This design comes from an exercise in tuning for a short achievable clock period and few clock cycles on the open sky130 flow, not from production work. In this exercise RTL edits were held to simulation tests only and were not proved equivalent to the original. Power figures rest on the tool's default switching activity, not on a simulated workload.

--- design.v ---
package mips_pkg;
  localparam logic [5:0] OP_RTYPE = 6'h00;
  localparam logic [5:0] OP_J     = 6'h02;
  localparam logic [5:0] OP_BEQ   = 6'h04;
  localparam logic [5:0] OP_BNE   = 6'h05;
  localparam logic [5:0] OP_ADDI  = 6'h08;
  localparam logic [5:0] OP_SLTI  = 6'h0A;
  localparam logic [5:0] OP_ANDI  = 6'h0C;
  localparam logic [5:0] OP_ORI   = 6'h0D;
  localparam logic [5:0] OP_LW    = 6'h23;
  localparam logic [5:0] OP_SW    = 6'h2B;
  localparam logic [5:0] FN_SLL = 6'h00;
  localparam logic [5:0] FN_SRL = 6'h02;
  localparam logic [5:0] FN_ADD = 6'h20;
  localparam logic [5:0] FN_SUB = 6'h22;
  localparam logic [5:0] FN_AND = 6'h24;
  localparam logic [5:0] FN_OR  = 6'h25;
  localparam logic [5:0] FN_XOR = 6'h26;
  localparam logic [5:0] FN_NOR = 6'h27;
  localparam logic [5:0] FN_SLT = 6'h2A;
  typedef enum logic [2:0] {ST_FETCH, ST_DECODE, ST_EXEC, ST_MEM, ST_WB, ST_TRAP} state_t;
  typedef enum logic [3:0] {
    ALU_ADD, ALU_SUB, ALU_AND, ALU_OR, ALU_XOR, ALU_NOR, ALU_SLT, ALU_SLL, ALU_SRL
  } alu_op_t;
  typedef enum logic [1:0] {SRC_REG, SRC_SIMM, SRC_ZIMM} src_t;
  typedef struct packed {
    logic    valid;
    alu_op_t op;
    src_t    src;
    logic    wr_en;
    logic    wr_rt;
    logic    is_lw;
    logic    is_sw;
    logic    is_beq;
    logic    is_bne;
    logic    is_j;
  } ctrl_t;
  function automatic ctrl_t decode(input logic [5:0] opcode, input logic [5:0] funct);
    mips_pkg::ctrl_t c;
    c = '0;
    c.valid = 1'b1;
    c.op    = mips_pkg::ALU_ADD;
    c.src   = mips_pkg::SRC_REG;
    case (opcode)
      mips_pkg::OP_RTYPE: begin
        c.wr_en = 1'b1;
        case (funct)
          mips_pkg::FN_ADD:  c.op = mips_pkg::ALU_ADD;
          mips_pkg::FN_SUB:  c.op = mips_pkg::ALU_SUB;
          mips_pkg::FN_AND:  c.op = mips_pkg::ALU_AND;
          mips_pkg::FN_OR:   c.op = mips_pkg::ALU_OR;
          mips_pkg::FN_XOR:  c.op = mips_pkg::ALU_XOR;
          mips_pkg::FN_NOR:  c.op = mips_pkg::ALU_NOR;
          mips_pkg::FN_SLT:  c.op = mips_pkg::ALU_SLT;
          mips_pkg::FN_SLL:  c.op = mips_pkg::ALU_SLL;
          mips_pkg::FN_SRL:  c.op = mips_pkg::ALU_SRL;
          default: c.valid = 1'b0;
        endcase
      end
      mips_pkg::OP_ADDI: begin c.src = mips_pkg::SRC_SIMM; c.wr_en = 1'b1; c.wr_rt = 1'b1; end
      mips_pkg::OP_SLTI: begin c.op = mips_pkg::ALU_SLT; c.src = mips_pkg::SRC_SIMM; c.wr_en = 1'b1; c.wr_rt = 1'b1; end
      mips_pkg::OP_ANDI: begin c.op = mips_pkg::ALU_AND; c.src = mips_pkg::SRC_ZIMM; c.wr_en = 1'b1; c.wr_rt = 1'b1; end
      mips_pkg::OP_ORI:  begin c.op = mips_pkg::ALU_OR;  c.src = mips_pkg::SRC_ZIMM; c.wr_en = 1'b1; c.wr_rt = 1'b1; end
      mips_pkg::OP_LW:   begin c.src = mips_pkg::SRC_SIMM; c.wr_en = 1'b1; c.wr_rt = 1'b1; c.is_lw = 1'b1; end
      mips_pkg::OP_SW:   begin c.src = mips_pkg::SRC_SIMM; c.is_sw = 1'b1; end
      mips_pkg::OP_BEQ:  begin c.op = mips_pkg::ALU_SUB; c.is_beq = 1'b1; end
      mips_pkg::OP_BNE:  begin c.op = mips_pkg::ALU_SUB; c.is_bne = 1'b1; end
      mips_pkg::OP_J:    c.is_j = 1'b1;
      default: c.valid = 1'b0;
    endcase
    decode = c;
  endfunction
endpackage
module mips_alu
(
  input  logic signed [31:0] a,
  input  logic signed [31:0] b,
  input  mips_pkg::alu_op_t  op,
  input  logic        [4:0]  shamt,
  output logic signed [31:0] result,
  output logic               zero
);
  always_comb begin
    result = '0;
    case (op)
      mips_pkg::ALU_ADD: result = a + b;
      mips_pkg::ALU_SUB: result = a - b;
      mips_pkg::ALU_AND: result = a & b;
      mips_pkg::ALU_OR:  result = a | b;
      mips_pkg::ALU_XOR: result = a ^ b;
      mips_pkg::ALU_NOR: result = ~(a | b);
      mips_pkg::ALU_SLT: result = (a < b) ? 32'sd1 : 32'sd0;
      mips_pkg::ALU_SLL: result = $signed($unsigned(b) << shamt);
      mips_pkg::ALU_SRL: result = $signed($unsigned(b) >> shamt);
      default: result = '0;
    endcase
  end
  assign zero = (result == '0);
endmodule
module mips_rf_mux
(
  input  logic [31:0][31:0] d,
  input  logic [4:0]  sel,
  output logic [31:0] q
);
  logic [15:0][31:0] l1;
  logic [7:0][31:0]  l2;
  logic [3:0][31:0]  l3;
  logic [1:0][31:0]  l4;
  always_comb begin
    for (int k = 0; k < 16; k++) l1[k] = sel[0] ? d[2*k+1] : d[2*k];
    for (int k = 0; k < 8; k++)  l2[k] = sel[1] ? l1[2*k+1] : l1[2*k];
    for (int k = 0; k < 4; k++)  l3[k] = sel[2] ? l2[2*k+1] : l2[2*k];
    for (int k = 0; k < 2; k++)  l4[k] = sel[3] ? l3[2*k+1] : l3[2*k];
    q = sel[4] ? l4[1] : l4[0];
  end
endmodule
module mips_multicycle_core
#(
  parameter int                ADDR_W   = 10,
  parameter logic [ADDR_W-1:0] RESET_PC = '0
) (
  input  logic              clk,
  input  logic              rst,
  input  logic              run,
  output logic              imem_req,
  output logic [ADDR_W-1:0] imem_addr,
  input  logic              imem_ready,
  input  logic [31:0]       imem_rdata,
  output logic              dmem_req,
  output logic              dmem_we,
  output logic [ADDR_W-1:0] dmem_addr,
  output logic [31:0]       dmem_wdata,
  input  logic              dmem_ready,
  input  logic [31:0]       dmem_rdata,
  input  logic [4:0]        dbg_sel,
  output logic [31:0]       dbg_reg,
  output logic [ADDR_W-1:0] dbg_pc,
  output logic              retire,
  output logic              halted
);
  logic [ADDR_W-1:0]  pc_f;       
  logic [ADDR_W-1:0]  pc_arch;    
  logic               halt_r;
  logic [31:0]        rfv [32];
  logic [31:0][31:0]  rfp;
  logic               e_v;        
  mips_pkg::ctrl_t    e_ctrl;
  logic               e_wen;
  logic [4:0]         e_widx;
  logic [31:0]        e_we;       
  logic signed [31:0] e_a, e_b, e_bop;
  logic [4:0]         e_shamt;
  logic [ADDR_W-1:0]  e_maddr, e_npc;
  always_comb for (int i = 0; i < 32; i++) rfp[i] = rfv[i];
  logic signed [31:0] alu_res, e_res;
  logic               alu_zero, e_mem, e_done, trap;
  mips_alu u_alu (
    .a      (e_a),
    .b      (e_bop),
    .op     (e_ctrl.op),
    .shamt  (e_shamt),
    .result (alu_res),
    .zero   (alu_zero)
  );
  assign e_res  = e_ctrl.is_lw ? dmem_rdata : alu_res;
  assign e_mem  = e_ctrl.is_lw || e_ctrl.is_sw;
  assign e_done = !e_mem || dmem_ready;
  assign trap   = e_v && !e_ctrl.valid;
  assign retire     = e_v && e_ctrl.valid && e_done;
  assign halted     = halt_r;
  assign dmem_req   = e_v && e_ctrl.valid && e_mem;
  assign dmem_we    = e_v && e_ctrl.valid && e_ctrl.is_sw;
  assign dmem_addr  = e_maddr;
  assign dmem_wdata = e_b;
  mips_rf_mux u_dbg_mux (.d(rfp), .sel(dbg_sel), .q(dbg_reg));
  assign dbg_pc     = pc_arch;
  assign imem_req  = run && !trap && !halt_r && (!e_v || e_done);
  assign imem_addr = pc_f;
  logic [31:0]        fi;
  logic               f_ok, fwd_a, fwd_b, take;
  mips_pkg::ctrl_t    f_ctrl;
  logic [4:0]         f_rs, f_rt, f_widx;
  logic signed [31:0] f_a, f_b, f_simm, f_zimm, f_bop;
  logic [ADDR_W-1:0]  f_pc1, f_btgt, f_npc;
  assign fi     = imem_rdata;
  assign f_ok   = imem_req && imem_ready;
  assign f_ctrl = mips_pkg::decode(fi[31:26], fi[5:0]);
  assign f_rs   = fi[25:21];
  assign f_rt   = fi[20:16];
  assign f_widx = f_ctrl.wr_rt ? fi[20:16] : fi[15:11];
  assign f_simm = {{16{fi[15]}}, fi[15:0]};
  assign f_zimm = {16'h0000, fi[15:0]};
  assign fwd_a = e_v && e_wen && (e_widx == f_rs);
  assign fwd_b = e_v && e_wen && (e_widx == f_rt);
  logic [31:0] rd_a, rd_b;
  mips_rf_mux u_rs_mux (.d(rfp), .sel(f_rs), .q(rd_a));
  mips_rf_mux u_rt_mux (.d(rfp), .sel(f_rt), .q(rd_b));
  assign f_a   = fwd_a ? e_res : rd_a;
  assign f_b   = fwd_b ? e_res : rd_b;
  always_comb begin
    case (f_ctrl.src)
      mips_pkg::SRC_SIMM: f_bop = f_simm;
      mips_pkg::SRC_ZIMM: f_bop = f_zimm;
      default:            f_bop = f_b;
    endcase
  end
  assign f_pc1  = pc_f + ADDR_W'(1);
  assign f_btgt = f_pc1 + fi[ADDR_W-1:0];
  assign take   = (f_ctrl.is_beq && (f_a == f_b)) || (f_ctrl.is_bne && (f_a != f_b));
  assign f_npc  = f_ctrl.is_j ? fi[ADDR_W-1:0] : (take ? f_btgt : f_pc1);
  always_ff @(posedge clk) begin
    if (rst) begin
      pc_f    <= RESET_PC;
      pc_arch <= RESET_PC;
      halt_r  <= 1'b0;
      e_v     <= 1'b0;
      for (int i = 0; i < 32; i++) rfv[i] <= '0;
    end else begin
      if (retire) begin
        pc_arch <= e_npc;
        for (int i = 1; i < 32; i++) if (e_we[i]) rfv[i] <= e_res;
      end
      if (trap && !halt_r) begin
        halt_r  <= 1'b1;
        pc_arch <= e_npc;
      end
      if (f_ok) begin
        pc_f <= f_npc;
        e_v  <= 1'b1;
      end else if (retire) begin
        e_v  <= 1'b0;
      end
    end
  end
  always_ff @(posedge clk) begin
    if (f_ok) begin
      e_ctrl  <= f_ctrl;
      e_wen   <= f_ctrl.wr_en && (f_widx != 5'd0);
      e_widx  <= f_widx;
      for (int i = 0; i < 32; i++) e_we[i] <= f_ctrl.wr_en && (f_widx == 5'(i)) && (i != 0);
      e_a     <= f_a;
      e_b     <= f_b;
      e_bop   <= f_bop;
      e_shamt <= fi[10:6];
      e_maddr <= f_a[ADDR_W-1:0] + fi[ADDR_W-1:0];
      e_npc   <= f_npc;
    end
  end
endmodule
--- run.sh ---
#!/bin/bash
# synth_recipe.tcl (not shown) runs the flow's synth.tcl, then flattens the netlist and writes it again
# the make line also repeats each setting of config.mk as NAME=value (left out here)
make -C /OpenROAD-flow-scripts/flow DESIGN_CONFIG=/design/flow/config.mk WORK_HOME=/design/flow/orfs CLKGATE_MAP_FILE= SYNTH_SCRIPT=/design/flow/synth_recipe.tcl finish
--- config.mk ---
export PLATFORM = sky130hd
export DESIGN_NAME = mips_multicycle_core
export DESIGN_NICKNAME = mips_multicycle_core
export VERILOG_FILES = /design/flow/design.v
export SDC_FILE = /design/flow/constraint.sdc
export NUM_CORES = 4
export LEC_CHECK = 0
export CAP_MARGIN = 20
export CORE_MARGIN = 2
export CORE_UTILIZATION = 40
export PLACE_DENSITY = 0.6
export SETUP_SLACK_MARGIN = 3.5
export SLEW_MARGIN = 20
export TNS_END_PERCENT = 10
--- constraint.sdc ---
create_clock -name core_clock -period 8.0 [get_ports {clk}]
set_input_delay 1.6000 -clock core_clock [delete_from_list [all_inputs] [get_ports {clk}]]
set_output_delay 1.6000 -clock core_clock [all_outputs]
set_load 0.01 [all_outputs]
==> results of run 1 <==
cell usage after synthesis, types with 15 or more instances:
cell type / number / area, sq um
and2_1: 67 / 419
o21bai_1: 21 / 158
nor4_1: 32 / 200
clkbuf_1: 517 / 1940
a22oi_1: 55 / 413
dfxtp_1: 1014 / 20300
o21ai_0: 122 / 611
nand4_1: 45 / 282
nor3_1: 68 / 340
a32oi_1: 19 / 166
o221ai_1: 15 / 131
and3_1: 34 / 213
xnor2_1: 47 / 412
ha_1: 117 / 1460
inv_1: 133 / 499
a221oi_1: 49 / 429
mux2_2: 164 / 1850
a31oi_1: 48 / 300
a211oi_1: 824 / 6190
nand2b_1: 50 / 313
or2_2: 18 / 113
nor2b_1: 61 / 382
nor2_1: 1228 / 4610
edfxtp_1: 165 / 4950
nand2_1: 646 / 2420
buf_4: 63 / 473
o22ai_1: 53 / 332
a2111oi_0: 15 / 131
o211ai_1: 58 / 435
and4_1: 18 / 158
o21a_1: 18 / 135
a22o_1: 84 / 736
a21oi_1: 412 / 2060
a211o_1: 17 / 149
buf_6: 16 / 180
nand3_1: 93 / 465
buf_1: 150 / 563
mux4_2: 803 / 18100
xor2_1: 21 / 184
o31ai_1: 27 / 203
mux2i_1: 231 / 2310
buf_2: 125 / 626
a21o_1: 41 / 308
per-layer routing:
layer  GRT usage  share of wire  vias to the layer above
met1       0.451           0.35                    36844
met5    0.000722         0.0010                        -
met2       0.546           0.42                     5826
met3       0.119           0.13                     1705
met4       0.298          0.099                       22
li1            -              -                    30753
power by group:
part / internal [W] / leakage [nW] / switching (W)
Combinational: 0.00112 / 20.0 / 0.00191
Clock: 0.00390 / 2.32 / 0.00282
Sequential: 0.00611 / 9.79 / 0.0000990
per-stage QoR:
stage / utilization / cells
2_1_floorplan: - / 8055
6_report: 0.480 / 10804
4_1_cts: 0.472 / 10727
5_1_grt: 0.480 / 10797
3_3_place_gp: 0.421 / 10257
3_5_place_dp: 0.421 / 10258
sequential cells by signal, indices dropped and copies added, names as in the netlist:
| name | flops |
|---|---|
| e_a | 32 |
| e_b | 32 |
| e_bop | 32 |
| e_ctrl | 7 |
| e_maddr | 10 |
| e_npc | 10 |
| e_shamt | 5 |
| e_v | 1 |
| e_we | 31 |
| e_wen | 1 |
| e_widx | 5 |
| halt_r | 1 |
| pc_arch | 10 |
| pc_f | 10 |
| rfv | 992 |
cells by family (layout without fill, tap and decap cells):
family | count (synthesis) | in the layout | synth area share
other cells | 0 | 13 | 0
xor+xnor | 68 | 68 | 0.00754
simple gates | 2446 | 2447 | 0.135
compound gates | 2033 | 2033 | 0.182
flops | 1179 | 1179 | 0.320
fa+ha+maj | 121 | 121 | 0.0195
mux | 1201 | 1201 | 0.282
buf+inv | 1007 | 1102 | 0.0543
layout make-up:
cell class,count,area [sq um],share of cell area
inverter,136,536,0.00567
tap,2640,3300,0.0350
multi-input combinational,5870,51900,0.550
timing repair buffer,718,8650,0.0916
antenna,13,32.5,0.000344
clock inverter,57,737,0.00780
clock buffer,191,3990,0.0422
sequential,1179,25300,0.267
tightest hold or removal path, stage by stage (launching register included):
cell and delay, ns:
dfxtp_1 0.32, nand2_1 0.06, a21oi_1 0.05
worst paths after layout:
check              from         end  slack [ns]  depth (start not counted)
max          e_shamt[1]    e_npc[2]        2.19                         18
min          rfv[22][4]  rfv[22][4]        0.48                          2
max reg2reg  e_shamt[1]    e_npc[2]        2.19                         18
min reg2reg  rfv[22][4]  rfv[22][4]        0.48                          2
repair_timing:
item | in CTS | in global routing
hold buffers | 0 | 0
setup endpoints to repair | 492 | 109
setup buffers | 173 | 59
gates resized for setup | 621 | 170
pin swaps | 83 | 57
cloned | 48 | 5
==> impl_metrics.ini, run 1 <==
[run_status]
status = finished clean

[floorplan]
core_sq_um = 197000
ios = 173
start_util = 0.401
die_w_um = 448
fp.dieH_um = 448
die_area_sq_um = 201000
rows = 163

[final_layout]
final_cell_mix = 1210 x nor2_1, 1014 x dfxtp_1, 809 x a211oi_1
final_common_cell = nor2_1
drive_gt1_frac = 0.269
fin_nets = 8239
syn_to_final_growth_pct = 19.5
post-route-cell-area_sq_um = 94400
nFillCells = 17868

[route]
viasPerCell = 6.96
wl_um = 385000
avgRoutedWirePerCell_um = 35.7
drc = 0
vias = 75150
drtIter0Drc = 11318
drtAntennaViolNets = 0
dr.pass1.iters = 9

[yosys]
ys_seq_area_frac = 0.320
syn_area_sq_um = 79000
async_flop_share = 0
synth_edf_count = 165
synth_ff_type = dfxtp_1
yosys_warnings = 4
ys_types = 112
avgSynthCellArea_sq_um = 9.81
yosys_register_bits = 1179
synth_cells = 8055

[timing]
max_freq_mhz = 172
holdWs_ns = 0.476
drv_slew = 0
max_slew_margin = 0.114
rsz0062_at_grt = true
clock_skew_ns = 0.0658
finalSetupViolCount = 0
finalHoldViolations = 0
min_period_ns = 5.81
setup_ws_ns = 2.19
tns_ns = 0
fin_crit_sh = 0.726
max_slew.worst_pin.slew_ns = 1.33

[power_and_ir_drop]
vdd_drop_max_mv = 0.195
p_per_area_nw_per_um2 = 169
power.total_w = 0.0160
p_leak_nw = 32.1

[cts]
tritoncts = yes
cts_sinks = 1179
clock_latency_ns = 0.84
cts_buffer_depth = 3
htree_num_levels = 4
cts.clk_slew.worst_paths_ns = 0.06
cts_root_buffer = clkbuf_16
cts-buffers-inserted = 139

[global_route]
grtUsageTotal = 0.373
grt_pass1_vias = 70569
grt_overflow = 0
grt_start_max_net_pins = 209
grt_pass1_wl_um = 539000
antenna_found_initial = 21

[placed_design]
globalplace.congestion = 1.05
io_buffers = 172
place_area_sq_um = 83000
dp_slack_ns = 0.575
dp_hpwl_um = 245000

[setup_path]
crit_family = compound AO/OA/AOI/OAI gates
crit_buf_inv = 4
end_kind = flop
crit_top_cell = buf_4
required_ns = 8.52
crit_arrival_ns = 6.33
cp_max_fo = 5
cp-start-kind = flop
crit_slowest_cell = a2111oi_4
crit_type = flop to flop
cp_cell_sequence = buf_4, buf_4, mux2i_4, a2bb2oi_4, a21oi_1, a2111oi_4, o221ai_4, o21ai_2, mux2i_2, o2111ai_4, a2111oi_4, nand4_1, buf_4, or2_4, mux2i_4, buf_8, mux2i_2, a21oi_1
cpPeakStageDelay_ns = 0.77

[hold_path]
hold_path.class = flop to flop

[job]
cap_violations = 0
Testbench counts, summed over its fixed seeds: cycles 4,192.
==> inputs of run 2 (changes only) <==
--- a/design.v
+++ b/design.v
@@ -140,10 +140,9 @@
   output logic              halted
 );
-  logic [ADDR_W-1:0]  pc_f;       
-  logic [ADDR_W-1:0]  pc_arch;    
+  logic [ADDR_W-1:0]  pc;
   logic               halt_r;
   logic [31:0]        rfv [32];
   logic [31:0][31:0]  rfp;
-  logic               e_v;        
+  logic               e_v;
   mips_pkg::ctrl_t    e_ctrl;
   logic               e_wen;
@@ -152,8 +151,9 @@
   logic signed [31:0] e_a, e_b, e_bop;
   logic [4:0]         e_shamt;
-  logic [ADDR_W-1:0]  e_maddr, e_npc;
+  logic [ADDR_W-1:0]  e_maddr, e_pc1, e_btgt, e_jt;
   always_comb for (int i = 0; i < 32; i++) rfp[i] = rfv[i];
   logic signed [31:0] alu_res, e_res;
-  logic               alu_zero, e_mem, e_done, trap;
+  logic               alu_zero, e_mem, e_done, trap, take;
+  logic [ADDR_W-1:0]  e_npc;
   mips_alu u_alu (
     .a      (e_a),
@@ -167,4 +167,6 @@
   assign e_mem  = e_ctrl.is_lw || e_ctrl.is_sw;
   assign e_done = !e_mem || dmem_ready;
+  assign take   = (e_ctrl.is_beq && (e_a == e_b)) || (e_ctrl.is_bne && (e_a != e_b));
+  assign e_npc  = e_ctrl.is_j ? e_jt : (take ? e_btgt : e_pc1);
   assign trap   = e_v && !e_ctrl.valid;
   assign retire     = e_v && e_ctrl.valid && e_done;
@@ -174,14 +176,14 @@
   assign dmem_addr  = e_maddr;
   assign dmem_wdata = e_b;
-  mips_rf_mux u_dbg_mux (.d(rfp), .sel(dbg_sel), .q(dbg_reg));
-  assign dbg_pc     = pc_arch;
+  assign dbg_reg    = rfv[dbg_sel];
+  assign dbg_pc     = pc;
   assign imem_req  = run && !trap && !halt_r && (!e_v || e_done);
-  assign imem_addr = pc_f;
+  assign imem_addr = e_v ? e_npc : pc;
   logic [31:0]        fi;
-  logic               f_ok, fwd_a, fwd_b, take;
+  logic               f_ok, fwd_a, fwd_b;
   mips_pkg::ctrl_t    f_ctrl;
   logic [4:0]         f_rs, f_rt, f_widx;
-  logic signed [31:0] f_a, f_b, f_simm, f_zimm, f_bop;
-  logic [ADDR_W-1:0]  f_pc1, f_btgt, f_npc;
+  logic signed [31:0] f_a, f_b, f_simm, f_zimm, f_bop, rd_a, rd_b;
+  logic [ADDR_W-1:0]  f_pc1;
   assign fi     = imem_rdata;
   assign f_ok   = imem_req && imem_ready;
@@ -192,9 +194,9 @@
   assign f_simm = {{16{fi[15]}}, fi[15:0]};
   assign f_zimm = {16'h0000, fi[15:0]};
+  assign f_pc1  = imem_addr + ADDR_W'(1);
+  mips_rf_mux u_rs_mux (.d(rfp), .sel(f_rs), .q(rd_a));
+  mips_rf_mux u_rt_mux (.d(rfp), .sel(f_rt), .q(rd_b));
   assign fwd_a = e_v && e_wen && (e_widx == f_rs);
   assign fwd_b = e_v && e_wen && (e_widx == f_rt);
-  logic [31:0] rd_a, rd_b;
-  mips_rf_mux u_rs_mux (.d(rfp), .sel(f_rs), .q(rd_a));
-  mips_rf_mux u_rt_mux (.d(rfp), .sel(f_rt), .q(rd_b));
   assign f_a   = fwd_a ? e_res : rd_a;
   assign f_b   = fwd_b ? e_res : rd_b;
@@ -206,30 +208,21 @@
     endcase
   end
-  assign f_pc1  = pc_f + ADDR_W'(1);
-  assign f_btgt = f_pc1 + fi[ADDR_W-1:0];
-  assign take   = (f_ctrl.is_beq && (f_a == f_b)) || (f_ctrl.is_bne && (f_a != f_b));
-  assign f_npc  = f_ctrl.is_j ? fi[ADDR_W-1:0] : (take ? f_btgt : f_pc1);
   always_ff @(posedge clk) begin
     if (rst) begin
-      pc_f    <= RESET_PC;
-      pc_arch <= RESET_PC;
-      halt_r  <= 1'b0;
-      e_v     <= 1'b0;
+      pc     <= RESET_PC;
+      halt_r <= 1'b0;
+      e_v    <= 1'b0;
       for (int i = 0; i < 32; i++) rfv[i] <= '0;
     end else begin
       if (retire) begin
-        pc_arch <= e_npc;
+        pc <= e_npc;
         for (int i = 1; i < 32; i++) if (e_we[i]) rfv[i] <= e_res;
       end
       if (trap && !halt_r) begin
-        halt_r  <= 1'b1;
-        pc_arch <= e_npc;
+        halt_r <= 1'b1;
+        pc     <= e_pc1;
       end
-      if (f_ok) begin
-        pc_f <= f_npc;
-        e_v  <= 1'b1;
-      end else if (retire) begin
-        e_v  <= 1'b0;
-      end
+      if (f_ok)        e_v <= 1'b1;
+      else if (retire) e_v <= 1'b0;
     end
   end
@@ -245,5 +238,7 @@
       e_shamt <= fi[10:6];
       e_maddr <= f_a[ADDR_W-1:0] + fi[ADDR_W-1:0];
-      e_npc   <= f_npc;
+      e_pc1   <= f_pc1;
+      e_btgt  <= f_pc1 + fi[ADDR_W-1:0];
+      e_jt    <= fi[ADDR_W-1:0];
     end
   end
--- a/config.mk
+++ b/config.mk
@@ -8,6 +8,6 @@
 export CAP_MARGIN = 20
 export CORE_MARGIN = 2
-export CORE_UTILIZATION = 40
-export PLACE_DENSITY = 0.6
+export CORE_UTILIZATION = 35
+export PLACE_DENSITY = 0.55
 export SETUP_SLACK_MARGIN = 3.5
 export SLEW_MARGIN = 20
==> run 2 against run 1 <==
Net effect: still clean on timing, DRC and antenna; routed wire length shrank 1.6%; combinational power shrank 22%; die area grew 7.6%; worst hold slack gained 0.010 ns; largest power group unchanged.
==> impl_metrics.ini, run 2 <==
[run_status]
status = finished clean

[yosys]
ys_top_cells_by_count = 1004 x dfxtp_1, 943 x nor2_1, 642 x clkbuf_1, 620 x mux4_2, 614 x a211oi_1
yosys_register_bits = 1188
synth_ff_type = dfxtp_1
ys_seq_area_frac = 0.344
async_flop_share = 0
yosys.area.top_type = dfxtp_1
ys_types = 102
synth_most_common_cell = dfxtp_1
yosysTopAreaCellShare = 0.270
synthTopCellsByArea = dfxtp_1 27%, mux4_2 19%, edfxtp_1 7.4%
yosys_warnings = 4
synth_edf_count = 184
avgSynthCellArea_sq_um = 9.81
syn_area_sq_um = 74400
synth_cells = 7586

[final_layout]
drive_gt1_frac = 0.253
syn_to_final_growth_pct = 20.4
final_common_cell = dfxtp_1
fin_nets = 7803
fin_util = 0.423
nFillCells = 19934
largest_reg_flops = 992
largest-register = rfv
final_cell_mix = 1004 x dfxtp_1, 902 x nor2_1, 621 x mux4_2

[route]
drtIter0Drc = 13203
viasPerCell = 6.90
dr.pass1.iters = 11
drtAntennaViolNets = 0
avgRoutedWirePerCell_um = 36.0
wl_um = 379000
vias = 72698
drc = 0

[setup_path]
cp_cell_sequence = buf_12, nand3b_1, buf_4, buf_6, nor2_4, buf_12, buf_6, a22oi_1, nand4_1, or4_4, buf_6
cpPeakStageDelay_ns = 0.62
crit_type = input port to output port
crit_top_cell = buf_6
crit_arrival_ns = 3.73
crit_slowest_cell = or4_4
required_ns = 6.40
cp-start-kind = input port
cp_max_fo = 8
end_kind = output port

[power_and_ir_drop]
switching_power_w = 0.00445
p_clk_frac = 0.434
p_leak_nw = 30.2
combPwrFrac = 0.153
p_seq_frac = 0.413
p_per_area_nw_per_um2 = 171
p_int_w = 0.0109
vdd_drop_max_mv = 0.247
swShare = 0.290

[cts]
cts.clk_slew.worst_paths_ns = 0.06
tritoncts = yes
clock_latency_ns = 0.84
cts_sinks = 1188
htree_num_levels = 4
holdBufCountCts = 0
cts_buffer_depth = 3
cts_root_buffer = clkbuf_16
cts-buffers-inserted = 135

[global_route]
antenna_found_initial = 14
grt_pass1_wl_um = 528000
grt_start_max_net_pins = 206
grt_overflow = 0
grtUsageTotal = 0.338
grt_pass1_vias = 67824

[timing]
tns_ns = 0
finalHoldViolations = 0
holdWs_ns = 0.486
min_period_ns = 5.33
rsz0062_at_grt = true
max_freq_mhz = 188
clock_skew_ns = 0.0467
fin_crit_sh = 0.666
drv_slew = 0
finalSetupViolCount = 0
max_slew.worst_pin.slew_ns = 1.17
max_slew_margin = 0.219

[hold_path]
hold_path.class = flop to flop

[floorplan]
core_sq_um = 212000
die_w_um = 465
ios = 173
start_util = 0.352
die_area_sq_um = 216000
fp.dieH_um = 465
rows = 169

[placed_design]
globalplace.congestion = 1.02
io_buffers = 172
dp_hpwl_um = 229000

[job]
cap_violations = 0
-- run 2: changes by cell type after synthesis, sizes merged, moves of 86 or more --
| cell | previous run | this run |
|---|---|---|
| o41ai | 7 | 98 |
| nand3b | 8 | 161 |
| clkbuf | 517 | 642 |
| a22oi | 56 | 349 |
| a211oi | 826 | 617 |
| nand2 | 646 | 541 |
| mux2 | 166 | 80 |
| mux2i | 232 | 87 |
| a21oi | 413 | 325 |
| nor2 | 1231 | 943 |
| buf | 354 | 218 |
| mux4 | 803 | 635 |
-- run 2: metrics by stage --
step / total power [W] / setup WS (ns) / area (sq um) / std cells
3_5_place_dp: 0.00845 / 1.00 / 78800 / 9948
6_report: 0.0153 / 2.67 / 89600 / 10542
2_1_floorplan: 0.00767 / 2.80 / 74600 / 7586
4_1_cts: 0.0152 / 2.68 / 88600 / 10476
5_1_grt: 0.0157 / 2.57 / 89600 / 10538
3_3_place_gp: 0.00844 / 1.03 / 78800 / 9947
-- run 2: cells by family (layout without fill, tap and decap cells) --
| group | after synthesis | in the layout | synth area share |
|---|---|---|---|
| AOI/OAI and AO/OA | 2223 | 2225 | 0.221 |
| xor gates and xnor gates | 76 | 76 | 0.00895 |
| adders and majority gates | 121 | 121 | 0.0208 |
| buffers and inverters | 995 | 1120 | 0.0535 |
| DFF | 1188 | 1188 | 0.344 |
| muxes | 802 | 802 | 0.217 |
| other | 0 | 7 | 0 |
| and+or+nand+nor | 2181 | 2182 | 0.135 |
-- run 2: power by group through the flow --
stage | combinational [W] | clock (W) | sequential [W]
2_1_floorplan | 0.00128 | 0 | 0.00639
3_3_place_gp | 0.00197 | 0 | 0.00647
3_5_place_dp | 0.00198 | 0 | 0.00647
4_1_cts | 0.00224 | 0.00668 | 0.00633
5_1_grt | 0.00242 | 0.00692 | 0.00634
6_report | 0.00235 | 0.00665 | 0.00634
-- run 2: repair_timing --
| item | in CTS | in global routing |
|---|---|---|
| resized for setup | 686 | 84 |
| setup buffers | 259 | 54 |
| cloned | 26 | 3 |
| setup endpoints to repair | 591 | 418 |
| pin swaps | 184 | 106 |
-- run 2: final timing paths --
kind / start / slack [ns] / depth (start not counted) / to
hold reg to reg: rfv[15][19] / 0.49 / 2 / rfv[15][19]
setup / recovery: dbg_sel[1] / 2.67 / 11 / dbg_reg[29]
setup reg to reg: e_a[0] / 2.93 / 13 / e_a[14]
hold / removal: rfv[15][19] / 0.49 / 2 / rfv[15][19]
-- run 2: routing by layer --
layer	wire length, um	GRT usage	share of wire
met5	62	0	0.00016
met4	29400	0.212	0.077
met3	54800	0.126	0.14
met2	157000	0.490	0.41
met1	138000	0.424	0.36
-- run 2: area by class of cell --
type | instances | area, sq um | area share
inverter | 135 | 517 | 0.00577
multi-input combinational | 5406 | 46800 | 0.523
clock inverter | 63 | 774 | 0.00865
clock buffer | 180 | 3860 | 0.0431
sequential | 1188 | 25600 | 0.286
antenna | 7 | 17.5 | 0.000196
tap | 2821 | 3530 | 0.0394
timing repair buffer | 742 | 8440 | 0.0942
-- run 2: critical path: cells and delay by family --
family	cells	cell delay [ns]
simple gates	4	1.05
buf+inv	6	0.86
compound gates	1	0.20
Testbench counts of run 2, summed over its fixed seeds: cycles 4,192.
==> inputs of run 3 (changes only) <==
--- a/design.v
+++ b/design.v
@@ -116,4 +116,63 @@
   end
 endmodule
+module mips_g_ao22n (input logic a, b, c, d, output logic y);
+  assign y = ~((a & b) | (c & d));
+endmodule
+module mips_g_nand2 (input logic a, b, output logic y);
+  assign y = ~(a & b);
+endmodule
+module mips_g_inv (input logic a, output logic y);
+  assign y = ~a;
+endmodule
+module mips_g_nand3 (input logic a, b, c, output logic y);
+  assign y = ~(a & b & c);
+endmodule
+module mips_g_nand4 (input logic a, b, c, d, output logic y);
+  assign y = ~(a & b & c & d);
+endmodule
+module mips_g_nor2 (input logic a, b, output logic y);
+  assign y = ~(a | b);
+endmodule
+module mips_dbg_read
+(
+  input  logic [31:0][31:0] d,
+  input  logic [4:0]        sel,
+  output logic [31:0]       q
+);
+  logic [4:0]  sel_n;
+  logic [3:0]  lo_n;    
+  logic [7:0]  hi_n;    
+  logic [31:0] oh;
+  for (genvar i = 0; i < 5; i++) begin : g_inv
+    mips_g_inv u_i (.a(sel[i]), .y(sel_n[i]));
+  end
+  for (genvar j = 0; j < 4; j++) begin : g_lo
+    mips_g_nand2 u_l (.a((j % 2 == 1) ? sel[0] : sel_n[0]), .b((j / 2 == 1) ? sel[1] : sel_n[1]), .y(lo_n[j]));
+  end
+  for (genvar k = 0; k < 8; k++) begin : g_hi
+    mips_g_nand3 u_h (.a((k % 2 == 1) ? sel[2] : sel_n[2]), .b(((k / 2) % 2 == 1) ? sel[3] : sel_n[3]),
+                      .c((k / 4 == 1) ? sel[4] : sel_n[4]), .y(hi_n[k]));
+  end
+  assign oh[0] = 1'b0;
+  for (genvar i = 1; i < 32; i++) begin : g_oh
+    mips_g_nor2 u_o (.a(lo_n[i % 4]), .b(hi_n[i / 4]), .y(oh[i]));
+  end
+  for (genvar b = 0; b < 32; b++) begin : g_bit
+    logic [15:0] l1;    
+    logic [3:0]  l2;    
+    logic [1:0]  l3;    
+    mips_g_nand2 u_a0 (.a(oh[1]), .b(d[1][b]), .y(l1[0]));
+    for (genvar k = 1; k < 16; k++) begin : g_l1
+      mips_g_ao22n u_a (.a(oh[2*k]), .b(d[2*k][b]), .c(oh[2*k+1]), .d(d[2*k+1][b]), .y(l1[k]));
+    end
+    for (genvar k = 0; k < 4; k++) begin : g_l2
+      mips_g_nand4 u_b (.a(l1[4*k]), .b(l1[4*k+1]), .c(l1[4*k+2]), .d(l1[4*k+3]), .y(l2[k]));
+    end
+    for (genvar k = 0; k < 2; k++) begin : g_l3
+      mips_g_nor2 u_c (.a(l2[2*k]), .b(l2[2*k+1]), .y(l3[k]));
+    end
+    mips_g_nand2 u_d (.a(l3[0]), .b(l3[1]), .y(q[b]));
+  end
+endmodule
 module mips_multicycle_core
 #(
@@ -151,5 +210,5 @@
   logic signed [31:0] e_a, e_b, e_bop;
   logic [4:0]         e_shamt;
-  logic [ADDR_W-1:0]  e_maddr, e_pc1, e_btgt, e_jt;
+  logic [ADDR_W-1:0]  e_off, e_pc1, e_btgt;
   always_comb for (int i = 0; i < 32; i++) rfp[i] = rfv[i];
   logic signed [31:0] alu_res, e_res;
@@ -168,5 +227,5 @@
   assign e_done = !e_mem || dmem_ready;
   assign take   = (e_ctrl.is_beq && (e_a == e_b)) || (e_ctrl.is_bne && (e_a != e_b));
-  assign e_npc  = e_ctrl.is_j ? e_jt : (take ? e_btgt : e_pc1);
+  assign e_npc  = e_ctrl.is_j ? e_off : (take ? e_btgt : e_pc1);
   assign trap   = e_v && !e_ctrl.valid;
   assign retire     = e_v && e_ctrl.valid && e_done;
@@ -174,7 +233,7 @@
   assign dmem_req   = e_v && e_ctrl.valid && e_mem;
   assign dmem_we    = e_v && e_ctrl.valid && e_ctrl.is_sw;
-  assign dmem_addr  = e_maddr;
+  assign dmem_addr  = e_a[ADDR_W-1:0] + e_off;
   assign dmem_wdata = e_b;
-  assign dbg_reg    = rfv[dbg_sel];
+  mips_dbg_read u_dbg (.d(rfp), .sel(dbg_sel), .q(dbg_reg));
   assign dbg_pc     = pc;
   assign imem_req  = run && !trap && !halt_r && (!e_v || e_done);
@@ -237,9 +296,8 @@
       e_bop   <= f_bop;
       e_shamt <= fi[10:6];
-      e_maddr <= f_a[ADDR_W-1:0] + fi[ADDR_W-1:0];
+      e_off   <= fi[ADDR_W-1:0];
       e_pc1   <= f_pc1;
       e_btgt  <= f_pc1 + fi[ADDR_W-1:0];
-      e_jt    <= fi[ADDR_W-1:0];
-    end
-  end
-endmodule
+    end
+  end
+endmodule
--- a/config.mk
+++ b/config.mk
@@ -10,5 +10,7 @@
 export CORE_UTILIZATION = 35
 export PLACE_DENSITY = 0.55
-export SETUP_SLACK_MARGIN = 3.5
+export SETUP_SLACK_MARGIN = 4.5
 export SLEW_MARGIN = 20
-export TNS_END_PERCENT = 10
+export SYNTH_HIERARCHICAL = 1
+export SYNTH_MINIMUM_KEEP_SIZE = 0
+export TNS_END_PERCENT = 100
==> run 3 against run 2 <==
Net effect: highest routed layer unchanged; fmax increased by 5.9%; sequential power is 2% higher; critical path type unchanged; the layout now fails its checks (slew limit); combinational power up 110%; area after synthesis rose by 4.3%; non-clock buffer count rose by 469; sequential cell count fell by 10; synthesized cell count grew 16%; largest cell class unchanged; largest power group unchanged; global-route usage is 2.4 points higher; clock skew increased by 0.019 ns; core utilization up 6.0 points.
==> impl_metrics.ini, run 3 <==
[cts]
cts.clk_slew.worst_paths_ns = 0.06
cts_buffer_depth = 3
cts_sinks = 1178
tritoncts = yes
htree_num_levels = 4
holdBufCountCts = 0
cts_root_buffer = clkbuf_16
clock_latency_ns = 0.84
cts-buffers-inserted = 143

[setup_path]
crit_top_cell = buf_6
required_ns = 6.40
crit_type = input port to output port
crit_buf_inv = 7
cp_max_fo = 6
cpPeakStageDelay_ns = 0.24
crit_family = buffers and inverters
cp-start-kind = input port
cp_cell_sequence = buf_12, clkinvlp_4, buf_6, nand2_8, nor2_4, buf_6, buf_6, buf_6, a22oi_2, nand4_1, nor2_2, nand2_2, buf_6
crit_arrival_ns = 3.43
crit_slowest_cell = nand4_1
end_kind = output port

[route]
wl_um = 437000
vias = 84259
dr.pass1.iters = 9
drc = 0
drtIter0Drc = 12129
viasPerCell = 6.76
avgRoutedWirePerCell_um = 35.0
drtAntennaViolNets = 0

[timing]
clock_skew_ns = 0.0658
max_freq_mhz = 199
fin_crit_sh = 0.629
tns_ns = 0
max_slew_margin = -0.0627
drv_slew = 142
rsz0062_at_grt = true
finalHoldViolations = 0
min_period_ns = 5.03
max_slew.worst_pin.slew_ns = 1.59
finalSetupViolCount = 0

[final_layout]
fin_nets = 9579
largest-register = rfv
regArea_sq_um = 25300
final_cell_mix = 1199 x nor2_1, 1088 x mux2i_1, 1003 x dfxtp_1
largest_reg_flops = 992
final_common_cell = nor2_1
fin_util = 0.483
multiInputGateArea_sq_um = 55900
drive_gt1_frac = 0.342
nFillCells = 20116
post-route-cell-area_sq_um = 106000
syn_to_final_growth_pct = 37.0

[power_and_ir_drop]
p_per_area_nw_per_um2 = 172
power.total_w = 0.0183
vdd_drop_max_mv = 0.245
p_leak_nw = 37.8

[yosys]
synth_cells = 8798
syn_area_sq_um = 77600
avgSynthCellArea_sq_um = 8.82
yosys_warnings = 10

[floorplan]
core_sq_um = 220000
die_area_sq_um = 226000
die_w_um = 475
ios = 173
rows = 172
fp.dieH_um = 475
start_util = 0.353

[placed_design]
globalplace.congestion = 1.02
place_area_sq_um = 83400
io_buffers = 172
dp_hpwl_um = 258000

[hold_path]
hold_path.class = flop to flop

[global_route]
grtUsageTotal = 0.362
grt_pass1_vias = 76716
grt_start_max_net_pins = 203
grt_pass1_wl_um = 593000
grt_overflow = 0
antenna_found_initial = 36

[run_status]
checkFailReasons = slew limit
status = complete, but fails checks

[job]
cap_violations = 0
[run 3: final cells by class]
class                      count  area share
inverter                     135     0.00510
tap                         2958      0.0348
multi-input combinational   6715       0.526
antenna                       13    0.000306
clock buffer                 189      0.0377
timing repair buffer        1211       0.149
clock inverter                69     0.00836
sequential                  1178       0.238
[run 3: repair_timing]
item,CTS,global route
endpoints found under the setup margin,1183,1320
gates cloned,91,29
gates resized for setup,1540,788
pin swaps,323,271
buffers inserted,504,141
[run 3: report_power, final]
part | internal, W | switching [W]
clock | 0.00401 | 0.00294
combinational | 0.00200 | 0.00293
sequential | 0.00620 | 0.000240
[run 3: worst min-delay path, cell delays in order, from the launching register on]
cell and delay (ns):
dfxtp_1 0.32, inv_1 0.07, a21oi_1 0.05
[run 3: routing by layer]
layer  track usage  wire length [um]  up-vias
met1         0.454            162000    41544
met4         0.236             35800       30
met5       0.00800               460        -
met2         0.525            179000     6527
met3         0.123             58800     1806
li1              -                 -    34352
[run 3: per-stage QoR]
step / hold WS [ns] / std cells / setup WS, ns
floorplan: 0.502 / 8861 / 3.44
global placement: 0.475 / 11429 / 1.49
detailed placement: 0.487 / 11429 / 1.39
CTS: 0.496 / 12282 / 3.02
global route: 0.537 / 12459 / 2.91
finish: 0.497 / 12468 / 2.97
[run 3: final timing paths]
path	depth (start not counted)	from	slack, ns	to
worst min-delay path	2	halt_r	0.50	halt_r
worst min register to register	2	halt_r	0.50	halt_r
worst max register to register	21	e_a[1]	3.15	rfv[2][30]
worst max-delay path	13	dbg_sel[1]	2.97	dbg_reg[29]
Testbench counts of run 3, summed over its fixed seeds: cycles 4,192.
==> inputs of run 4 (changes only) <==
--- a/design.v
+++ b/design.v
@@ -175,4 +175,14 @@
   end
 endmodule
+module mips_next_sums #(parameter int W = 10)
+(
+  input  logic [W-1:0] x,
+  input  logic [W-1:0] off,
+  output logic [W-1:0] p1,
+  output logic [W-1:0] pt
+);
+  assign p1 = x + W'(1);
+  assign pt = x + W'(1) + off;
+endmodule
 module mips_multicycle_core
 #(
@@ -244,5 +254,5 @@
   logic [4:0]         f_rs, f_rt, f_widx;
   logic signed [31:0] f_a, f_b, f_simm, f_zimm, f_bop, rd_a, rd_b;
-  logic [ADDR_W-1:0]  f_pc1;
+  logic [ADDR_W-1:0]  f_pc1, f_btgt;
   assign fi     = imem_rdata;
   assign f_ok   = imem_req && imem_ready;
@@ -253,5 +263,26 @@
   assign f_simm = {{16{fi[15]}}, fi[15:0]};
   assign f_zimm = {16'h0000, fi[15:0]};
-  assign f_pc1  = imem_addr + ADDR_W'(1);
+  logic [ADDR_W-1:0] off_f;
+  assign off_f = fi[ADDR_W-1:0];
+  logic [ADDR_W-1:0] s1_pc, st_pc, s1_j, st_j, s1_b, st_b, s1_s, st_s;
+  mips_next_sums #(.W(ADDR_W)) u_ns_pc (.x(pc),     .off(off_f), .p1(s1_pc), .pt(st_pc));
+  mips_next_sums #(.W(ADDR_W)) u_ns_j  (.x(e_off),  .off(off_f), .p1(s1_j),  .pt(st_j));
+  mips_next_sums #(.W(ADDR_W)) u_ns_b  (.x(e_btgt), .off(off_f), .p1(s1_b),  .pt(st_b));
+  mips_next_sums #(.W(ADDR_W)) u_ns_s  (.x(e_pc1),  .off(off_f), .p1(s1_s),  .pt(st_s));
+  always_comb begin
+    if (!e_v) begin
+      f_pc1  = s1_pc;
+      f_btgt = st_pc;
+    end else if (e_ctrl.is_j) begin
+      f_pc1  = s1_j;
+      f_btgt = st_j;
+    end else if (take) begin
+      f_pc1  = s1_b;
+      f_btgt = st_b;
+    end else begin
+      f_pc1  = s1_s;
+      f_btgt = st_s;
+    end
+  end
   mips_rf_mux u_rs_mux (.d(rfp), .sel(f_rs), .q(rd_a));
   mips_rf_mux u_rt_mux (.d(rfp), .sel(f_rt), .q(rd_b));
@@ -298,5 +329,5 @@
       e_off   <= fi[ADDR_W-1:0];
       e_pc1   <= f_pc1;
-      e_btgt  <= f_pc1 + fi[ADDR_W-1:0];
+      e_btgt  <= f_btgt;
     end
   end
==> run 4 against run 3 <==
Net effect: the run now finishes clean; clock power down 4.7%; fmax down 1.0%; die area up 4.2%; global-route usage up 0.15 points; sequential power about the same; area after synthesis up 4.2%; first-iteration DRC count up 8.0%; power up 0.23%.
==> impl_metrics.ini, run 4 <==
[power_and_ir_drop]
p_clk_frac = 0.361
combPwrFrac = 0.289
p_per_area_nw_per_um2 = 167
vdd_drop_max_mv = 0.247
p_int_w = 0.0121
switching_power_w = 0.00623
swShare = 0.339
p_seq_frac = 0.350
p_leak_nw = 39.2

[setup_path]
crit_type = input port to output port
cp-start-kind = input port
crit_top_cell = buf_12
end_kind = output port
crit_arrival_ns = 3.48
cp_max_fo = 8
cp_cell_sequence = buf_12, clkinvlp_4, nand3_4, nor2_4, buf_12, buf_12, a22oi_2, nand4_1, nor2_2, nand2_2, buf_6
required_ns = 6.40
cpPeakStageDelay_ns = 0.28
crit_slowest_cell = nor2_2

[cts]
clock_latency_ns = 0.84
htree_num_levels = 4
cts_sinks = 1178
cts.clk_slew.worst_paths_ns = 0.06
tritoncts = yes
cts-buffers-inserted = 140
cts_buffer_depth = 3
cts_root_buffer = clkbuf_16

[floorplan]
die_area_sq_um = 235000
ios = 173
start_util = 0.352
die_w_um = 485
fp.dieH_um = 485
core_sq_um = 230000
rows = 176

[placed_design]
globalplace.congestion = 0.992
dp_hpwl_um = 261000
io_buffers = 172
place_area_sq_um = 86100

[yosys]
synth_cells = 9248
yosys_warnings = 10
avgSynthCellArea_sq_um = 8.75
syn_area_sq_um = 80900

[route]
avgRoutedWirePerCell_um = 35.2
drtAntennaViolNets = 0
viasPerCell = 6.79
dr.pass1.iters = 7
drc = 0
drtIter0Drc = 13097
wl_um = 455000
vias = 87817

[timing]
drv_slew = 0
clock_skew_ns = 0.0639
finalSetupViolCount = 0
fin_crit_sh = 0.635
max_freq_mhz = 197
max_slew_margin = 0.184
tns_ns = 0
finalHoldViolations = 0
min_period_ns = 5.08
max_slew.worst_pin.slew_ns = 1.22
rsz0062_at_grt = true

[global_route]
antenna_found_initial = 36
grt_pass1_wl_um = 624000
grt_pass1_vias = 81106
grt_start_max_net_pins = 219
grt_overflow = 0
grtUsageTotal = 0.364

[run_status]
status = finished clean

[final_layout]
fin_util = 0.478
largest_reg_flops = 992
post-route-cell-area_sq_um = 110000
multiInputGateArea_sq_um = 59300
final_cell_mix = 1266 x nor2_1, 1085 x mux2i_1, 999 x dfxtp_1
fin_nets = 10026
regArea_sq_um = 25300
final_common_cell = nor2_1
nFillCells = 21185
drive_gt1_frac = 0.335
syn_to_final_growth_pct = 35.9
largest-register = rfv

[hold_path]
hold_path.class = flop to flop

[job]
cap_violations = 0
## run 4: path summary, 6_finish.rpt
check	from	to	slack, ns	cells after the start
max	dbg_sel[4]	dbg_reg[19]	2.92	11
min	rfv[17][12]	rfv[17][12]	0.55	2
max reg2reg	e_a[0]	e_bop[30]	3.09	22
min reg2reg	rfv[17][12]	rfv[17][12]	0.55	2
## run 4: routing by layer
layer / share of wire / global-route usage / wire [um]
met1: 0.38 / 0.464 / 173000
met3: 0.14 / 0.143 / 65300
met4: 0.070 / 0.215 / 31900
met2: 0.41 / 0.514 / 185000
met5: 0.00045 / 0 / 207
## run 4: area by class of cell
| cell class | count | area share |
|---|---|---|
| Clock inverter | 42 | 0.00568 |
| Inverter | 166 | 0.00595 |
| Clock buffer | 204 | 0.0360 |
| Multi-Input combinational cell | 7110 | 0.540 |
| Timing Repair Buffer | 1202 | 0.148 |
| Sequential cell | 1178 | 0.230 |
| Tap cell | 3026 | 0.0344 |
| Antenna cell | 13 | 0.000296 |
## run 4: power by group through the flow
stage	sequential [W]	combinational, W	clock [W]
floorplan	0.00646	0.00203	0
global placement	0.00659	0.00312	0
detailed placement	0.00659	0.00315	0
CTS	0.00641	0.00471	0.00662
global route	0.00643	0.00542	0.00686
finish	0.00642	0.00531	0.00662
## run 4: critical path, delay by kind of cell
family,cells,cell delay [ns]
and+or+nand+nor,5,0.95
buffers and inverters,5,0.74
AOI/OAI and AO/OA,1,0.15
## run 4: through the flow
stage | total power, W | hold WS [ns] | std cells | setup WS (ns)
5_1_grt | 0.0187 | 0.562 | 12929 | 2.96
2_1_floorplan | 0.00849 | 0.502 | 9311 | 3.44
3_3_place_gp | 0.00971 | 0.517 | 11908 | 1.32
4_1_cts | 0.0177 | 0.532 | 12785 | 3.00
3_5_place_dp | 0.00974 | 0.524 | 11908 | 1.26
6_report | 0.0184 | 0.549 | 12941 | 2.92
## run 4: what timing repair did
action                     4_1_cts  5_1_grt
gates resized for setup       1927      620
setup endpoints to repair     1314     1162
buffers inserted               507      120
hold buffers                     0        0
pin swaps                      356      236
gates cloned                   124       11
Testbench counts of run 4, summed over its fixed seeds: cycles 4,192.
==> inputs of run 5 (changes only) <==
--- a/design.v
+++ b/design.v
@@ -81,14 +81,19 @@
   output logic               zero
 );
+  logic [31:0] sum, diff;
+  logic        slt;
+  mips_ks_add u_add (.a(a), .b(b),  .cin(1'b0), .s(sum));
+  mips_ks_add u_sub (.a(a), .b(~b), .cin(1'b1), .s(diff));
+  assign slt = (a[31] ^ b[31]) ? a[31] : diff[31];
   always_comb begin
     result = '0;
     case (op)
-      mips_pkg::ALU_ADD: result = a + b;
-      mips_pkg::ALU_SUB: result = a - b;
+      mips_pkg::ALU_ADD: result = sum;
+      mips_pkg::ALU_SUB: result = diff;
       mips_pkg::ALU_AND: result = a & b;
       mips_pkg::ALU_OR:  result = a | b;
       mips_pkg::ALU_XOR: result = a ^ b;
       mips_pkg::ALU_NOR: result = ~(a | b);
-      mips_pkg::ALU_SLT: result = (a < b) ? 32'sd1 : 32'sd0;
+      mips_pkg::ALU_SLT: result = {31'd0, slt};
       mips_pkg::ALU_SLL: result = $signed($unsigned(b) << shamt);
       mips_pkg::ALU_SRL: result = $signed($unsigned(b) >> shamt);
@@ -98,4 +103,33 @@
   assign zero = (result == '0);
 endmodule
+module mips_ks_add
+(
+  input  logic [31:0] a,
+  input  logic [31:0] b,
+  input  logic        cin,
+  output logic [31:0] s
+);
+  logic [31:0] g [6];
+  logic [31:0] p [6];
+  logic [31:0] c;
+  always_comb begin
+    g[0] = a & b;
+    p[0] = a ^ b;
+    g[0][0] = (a[0] & b[0]) | ((a[0] ^ b[0]) & cin);
+    for (int l = 0; l < 5; l++) begin
+      for (int i = 0; i < 32; i++) begin
+        if (i >= (1 << l)) begin
+          g[l+1][i] = g[l][i] | (p[l][i] & g[l][i - (1 << l)]);
+          p[l+1][i] = p[l][i] & p[l][i - (1 << l)];
+        end else begin
+          g[l+1][i] = g[l][i];
+          p[l+1][i] = p[l][i];
+        end
+      end
+    end
+    c = {g[5][30:0], cin};
+    s = p[0] ^ c;
+  end
+endmodule
 module mips_rf_mux
 (
@@ -212,4 +246,5 @@
   logic               halt_r;
   logic [31:0]        rfv [32];
+  logic [31:0]        rf_ok;
   logic [31:0][31:0]  rfp;
   logic               e_v;
@@ -221,5 +256,5 @@
   logic [4:0]         e_shamt;
   logic [ADDR_W-1:0]  e_off, e_pc1, e_btgt;
-  always_comb for (int i = 0; i < 32; i++) rfp[i] = rfv[i];
+  always_comb for (int i = 0; i < 32; i++) rfp[i] = rfv[i] & {32{rf_ok[i]}};
   logic signed [31:0] alu_res, e_res;
   logic               alu_zero, e_mem, e_done, trap, take;
@@ -303,9 +338,9 @@
       halt_r <= 1'b0;
       e_v    <= 1'b0;
-      for (int i = 0; i < 32; i++) rfv[i] <= '0;
+      rf_ok  <= '0;
     end else begin
       if (retire) begin
         pc <= e_npc;
-        for (int i = 1; i < 32; i++) if (e_we[i]) rfv[i] <= e_res;
+        for (int i = 1; i < 32; i++) if (e_we[i]) rf_ok[i] <= 1'b1;
       end
       if (trap && !halt_r) begin
@@ -318,4 +353,8 @@
   end
   always_ff @(posedge clk) begin
+    if (retire)
+      for (int i = 1; i < 32; i++) if (e_we[i]) rfv[i] <= e_res;
+  end
+  always_ff @(posedge clk) begin
     if (f_ok) begin
       e_ctrl  <= f_ctrl;
--- a/config.mk
+++ b/config.mk
@@ -6,10 +6,10 @@
 export NUM_CORES = 4
 export LEC_CHECK = 0
-export CAP_MARGIN = 20
+export CAP_MARGIN = 30
 export CORE_MARGIN = 2
 export CORE_UTILIZATION = 35
 export PLACE_DENSITY = 0.55
 export SETUP_SLACK_MARGIN = 4.5
-export SLEW_MARGIN = 20
+export SLEW_MARGIN = 30
 export SYNTH_HIERARCHICAL = 1
 export SYNTH_MINIMUM_KEEP_SIZE = 0
==> run 5 against run 4 <==
Net effect: synthesized cell count is 15% lower; highest routed layer unchanged; sequential share of layout area is 11 points higher; fmax is 4.7% lower; largest power group is now sequential cells; sequential power is 14% higher.
==> impl_metrics.ini, run 5 <==
[yosys]
yosys_warnings = 45
avgSynthCellArea_sq_um = 10.7
synth_cells = 7869
syn_area_sq_um = 84600

[power_and_ir_drop]
p_per_area_nw_per_um2 = 167
vdd_drop_max_mv = 0.240
switching_power_w = 0.00525
p_seq_frac = 0.415
swShare = 0.298
p_int_w = 0.0124
p_clk_frac = 0.369
p_leak_nw = 39.1
combPwrFrac = 0.216

[timing]
finalSetupViolCount = 0
tns_ns = 0
fin_crit_sh = 0.666
drv_slew = 0
min_period_ns = 5.33
rsz0062_at_grt = true
max_freq_mhz = 188
setup_ws_ns = 2.67
clock_skew_ns = 0.0403
max_slew.worst_pin.slew_ns = 1.08
max_slew_margin = 0.278
finalHoldViolations = 0

[route]
vias = 74544
drtAntennaViolNets = 0
drtIter0Drc = 10490
wl_um = 394000
viasPerCell = 6.29
avgRoutedWirePerCell_um = 33.3
dr.pass1.iters = 6
drc = 0

[global_route]
grt.met3_usage = 0.0718
antenna_found_initial = 30
grtUsageMet2 = 0.472
grtUsageTotal = 0.306
met1_usage = 0.410
grt_overflow = 0
grt_pass1_wl_um = 541000
busiest_layer = met2
grt_pass1_vias = 70232
grt_start_max_net_pins = 134

[setup_path]
cp-start-kind = input port
end_kind = output port
r2r_end = e_bop[24]
crit_start = dbg_sel[1]
rr_startpoint = e_a[0]
r2r_slack_ns = 2.88
critical_path.endpoint = dbg_reg[30]
cp_max_fo = 7
required_ns = 6.40
crit_arrival_ns = 3.73
crit_type = input port to output port
r2r_cells = 23

[placed_design]
io_buffers = 172
place_inst = 11027
place_area_sq_um = 90800
dp_slack_ns = 1.19
dp_hpwl_um = 248000
globalplace.congestion = 1.03

[cts]
cts_sinks = 1209
cts_root_buffer = clkbuf_16
tritoncts = yes
htree_num_levels = 4
clock_latency_ns = 0.82
cts-buffers-inserted = 139
cts.clk_slew.worst_paths_ns = 0.06
cts_buffer_depth = 3

[run_status]
status = finished clean

[final_layout]
post-route-cell-area_sq_um = 105000
syn_to_final_growth_pct = 24.5
final_cell_mix = 1166 x edfxtp_1, 1100 x mux2i_1, 1003 x and2_1
largest_reg_flops = 992
final_common_cell = edfxtp_1
fin_nets = 8791
drive_gt1_frac = 0.252
layout.cells.non_filler = 11848
largest-register = rfv

[floorplan]
start_util = 0.352
die_area_sq_um = 246000
rows = 180
ios = 173
fp.dieH_um = 496
core_sq_um = 240000
die_w_um = 496

[hold_path]
hold_path.class = flop to flop

[job]
cap_violations = 0
-- run 5: worst max-delay path: stages --
cell	delay [ns]
buf_12	0.09
clkinvlp_4	0.17
nand2_8	0.17
buf_6	0.12
nor2_4	0.07
buf_12	0.17
a22oi_2	0.18
nand4_1	0.50
nor2_2	0.35
nand2_2	0.13
buf_6	0.15
-- run 5: layout make-up --
cell class              count  area [sq um]
clock buffers             180          3850
inverters                 183          1040
well taps                3185          3990
fillers                 22257        135000
diodes                     17          42.5
flip-flops and latches   1209         35900
repair inverters            6          73.8
clock inverters            74           684
multi-input cells        6052         49000
repair buffers            942         10700
-- run 5: through the flow --
stage | hold slack (ns) | total power [W] | util
2_1_floorplan | 0.506 | 0.00914 | -
3_3_place_gp | 0.448 | 0.0103 | 0.378
3_5_place_dp | 0.457 | 0.0103 | 0.378
4_1_cts | 0.470 | 0.0174 | 0.428
5_1_grt | 0.483 | 0.0181 | 0.438
6_report | 0.468 | 0.0176 | 0.438
-- run 5: layer usage --
metal / share of wire / wire (um)
met2: 0.44 / 174000
met4: 0.051 / 20100
met3: 0.11 / 43200
met1: 0.40 / 157000
met5: 0.00034 / 134
-- run 5: worst min-delay path by stage --
| stage | from | endpoint | slack, ns | cells past startpoint |
|---|---|---|---|---|
| 2_1_floorplan | rf_ok[10] | rf_ok[10] | 0.51 | 1 |
| 4_1_cts | rf_ok[20] | rf_ok[20] | 0.47 | 1 |
| 3_5_place_dp | rf_ok[20] | rf_ok[20] | 0.46 | 1 |
| 3_3_place_gp | rf_ok[20] | rf_ok[20] | 0.45 | 1 |
| 5_1_grt | rf_ok[13] | rf_ok[13] | 0.48 | 1 |
| 6_report | rf_ok[20] | rf_ok[20] | 0.47 | 1 |
-- run 5: power groups by stage --
stage	logic, W	registers (W)	clock network [W]
floorplan	0.00174	0.00740	0
global route	0.00393	0.00731	0.00681
global placement	0.00277	0.00749	0
CTS	0.00347	0.00730	0.00658
finish	0.00380	0.00731	0.00650
detailed placement	0.00281	0.00749	0
-- run 5: repair_timing --
action | CTS | global route
setup buffers | 374 | 113
hold buffers | 0 | 0
resized for setup | 1103 | 288
pin swaps | 310 | 205
endpoints found under the setup margin | 1195 | 1168
gates cloned | 47 | 16
endpoints found under the hold margin | 0 | 0
Testbench counts of run 5, summed over its fixed seeds: cycles 4,192.
==> inputs of run 6 (changes only) <==
--- a/config.mk
+++ b/config.mk
@@ -8,7 +8,7 @@
 export CAP_MARGIN = 30
 export CORE_MARGIN = 2
-export CORE_UTILIZATION = 35
-export PLACE_DENSITY = 0.55
-export SETUP_SLACK_MARGIN = 4.5
+export CORE_UTILIZATION = 40
+export PLACE_DENSITY = 0.65
+export SETUP_SLACK_MARGIN = 4.0
 export SLEW_MARGIN = 30
 export SYNTH_HIERARCHICAL = 1
==> run 6 against run 5 <==
Net effect: synthesized cell count stayed put; register-to-register slack better by 0.16 ns; non-clock buffer count is 60 lower; count of clock-buffer cells in the layout is 14 lower; via count is 0.81% higher; first-iteration DRC count is 8.9% higher; routed wire length is 3.9% lower; combinational power is 2% lower; critical path type unchanged; critical path depth is 1 higher; highest routed layer unchanged; critical endpoint is now dbg_reg[25]; power is 0.11% higher; sequential power hardly changed; still clean; cell count is 3.8% lower.
==> impl_metrics.ini, run 6 <==
[run_status]
status = finished clean

[cts]
cts_root_buffer = clkbuf_16
htree_num_levels = 4
cts-buffers-inserted = 139
cts_buffer_depth = 3
holdBufCountCts = 0
cts_sinks = 1209
cts.clk_slew.worst_paths_ns = 0.06
clock_latency_ns = 0.85
tritoncts = yes

[final_layout]
post-route-cell-area_sq_um = 105000
drive_gt1_frac = 0.246
largest_reg_flops = 992
final_cell_mix = 1166 x edfxtp_1, 1104 x mux2i_1, 1003 x and2_1
fin_nets = 8739
largest-register = rfv
nFillCells = 18637
layout.cells.non_filler = 11401
syn_to_final_growth_pct = 23.6
final_common_cell = edfxtp_1

[global_route]
grt_pass1_vias = 70481
grt_start_max_net_pins = 139
grtUsageTotal = 0.332
grt_overflow = 0
grt_pass1_wl_um = 524000
antenna_found_initial = 19

[timing]
drv_slew = 0
clock_skew_ns = 0.0578
fin_crit_sh = 0.659
tns_ns = 0
max_slew_margin = 0.231
max_slew.worst_pin.slew_ns = 1.15
finalSetupViolCount = 0
rsz0062_at_grt = true
max_freq_mhz = 190
setup_ws_ns = 2.73
finalHoldViolations = 0
min_period_ns = 5.27

[floorplan]
die_area_sq_um = 215000
die_w_um = 464
core_sq_um = 210000
rows = 168
start_util = 0.403
ios = 173
fp.dieH_um = 464

[placed_design]
io_buffers = 172
dp_slack_ns = 1.32
dp_hpwl_um = 240000
globalplace.congestion = 0.981
place_area_sq_um = 90100
place_inst = 10626

[yosys]
syn_area_sq_um = 84600
avgSynthCellArea_sq_um = 10.7
synth_cells = 7869
yosys_warnings = 45

[route]
drtAntennaViolNets = 0
avgRoutedWirePerCell_um = 33.2
drc = 0
dr.pass1.iters = 9
vias = 75150
viasPerCell = 6.59
drtIter0Drc = 11428
wl_um = 379000

[power_and_ir_drop]
p_int_w = 0.0124
p_leak_nw = 38.7
vdd_drop_max_mv = 0.169
p_per_area_nw_per_um2 = 169
p_seq_frac = 0.415
p_clk_frac = 0.373
combPwrFrac = 0.212
swShare = 0.297
power.total_w = 0.0176
switching_power_w = 0.00523

[setup_path]
cp-start-kind = input port
crit_type = input port to output port
cp_max_fo = 5
end_kind = output port
crit_arrival_ns = 3.67
required_ns = 6.40

[job]
cap_violations = 0

[hold_path]
hold_path.class = flop to flop
## run 6: layout make-up
type | instances | area, sq um | area share
clock inverters | 86 | 902 | 0.00863
clock buffers | 166 | 3690 | 0.0353
diodes | 4 | 10.0 | 0.0000957
well taps | 2805 | 3510 | 0.0336
repair buffers | 882 | 10300 | 0.0987
inverters | 183 | 1010 | 0.00963
flip-flops and latches | 1209 | 35900 | 0.343
multi-input cells | 6052 | 49000 | 0.469
repair inverters | 14 | 166 | 0.00159
## run 6: path summary, 6_finish.rpt
kind / startpoint / to / slack, ns / cells past startpoint
worst max register to register: e_a[0] / rfv[8][18] / 3.04 / 21
worst min-delay path: rf_ok[20] / rf_ok[20] / 0.47 / 1
worst min register to register: rf_ok[20] / rf_ok[20] / 0.47 / 1
worst max-delay path: dbg_sel[3] / dbg_reg[25] / 2.73 / 12
## run 6: per-stage QoR
step / hold slack, ns / utilization
2_1_floorplan: 0.506 / -
3_3_place_gp: 0.448 / 0.429
6_report: 0.467 / 0.498
5_1_grt: 0.487 / 0.498
3_5_place_dp: 0.456 / 0.429
4_1_cts: 0.469 / 0.484
## run 6: power groups by stage
stage	sequential, W	clock, W	combinational (W)
floorplan	0.00740	0	0.00172
global route	0.00732	0.00684	0.00386
global placement	0.00750	0	0.00270
detailed placement	0.00750	0	0.00275
CTS	0.00732	0.00660	0.00332
finish	0.00732	0.00657	0.00374
## run 6: metal layers
layer  GRT usage  wire [um]
met5           0        117
met4       0.156      22400
met3      0.0749      43900
met2       0.514     166000
met1       0.440     147000
## run 6: what timing repair did
item / in CTS / in global routing
pin swaps: 370 / 327
gates cloned: 38 / 19
setup buffers: 345 / 115
setup endpoints to repair: 1150 / 1266
gates resized for setup: 960 / 394
## run 6: critical path, stage by stage
cell and delay (ns):
buf_12 0.09, clkinvlp_4 0.17, nand3_4 0.22, buf_12 0.13
nor2_4 0.04, buf_6 0.13, buf_6 0.12, a22oi_2 0.14
nand4_1 0.38, nor2_1 0.29, nand2_1 0.16, buf_2 0.18

static timing again, ports no longer ideal:
No port has a modelled driver above. Below, the same layouts with a new extraction and two added sets of constraints. Step 1, drivers: a clkbuf_16 drives clk and a buf_2 each remaining input, both assumed. Step 2 times the ports against the registers' clock, not the clock port: input delays grow and output delays shrink by t, the midpoint of the rising clock arrivals with the driver on. Three values: ideal, step 1, step 2; two values: the first two.
run | t, ns | slack for setup (ns) | cell pins on the clock port's net
run 1 | 0.902 | 2.194 / 1.794 / 0.998 | 1
run 2 | 0.905 | 2.673 / 2.510 / 1.756 | 1
run 3 | 0.908 | 2.971 / 2.757 / 2.757 | 1
run 4 | 0.900 | 2.919 / 2.859 / 2.859 | 1
run 5 | 0.885 | 2.671 / 2.605 / 2.605 | 1
run 6 | 0.909 | 2.727 / 2.629 / 2.629 | 1
For run 1, which loses most, drivers alone change the setup slack by -0.400 ns; drivers and shift together by -1.196 ns.
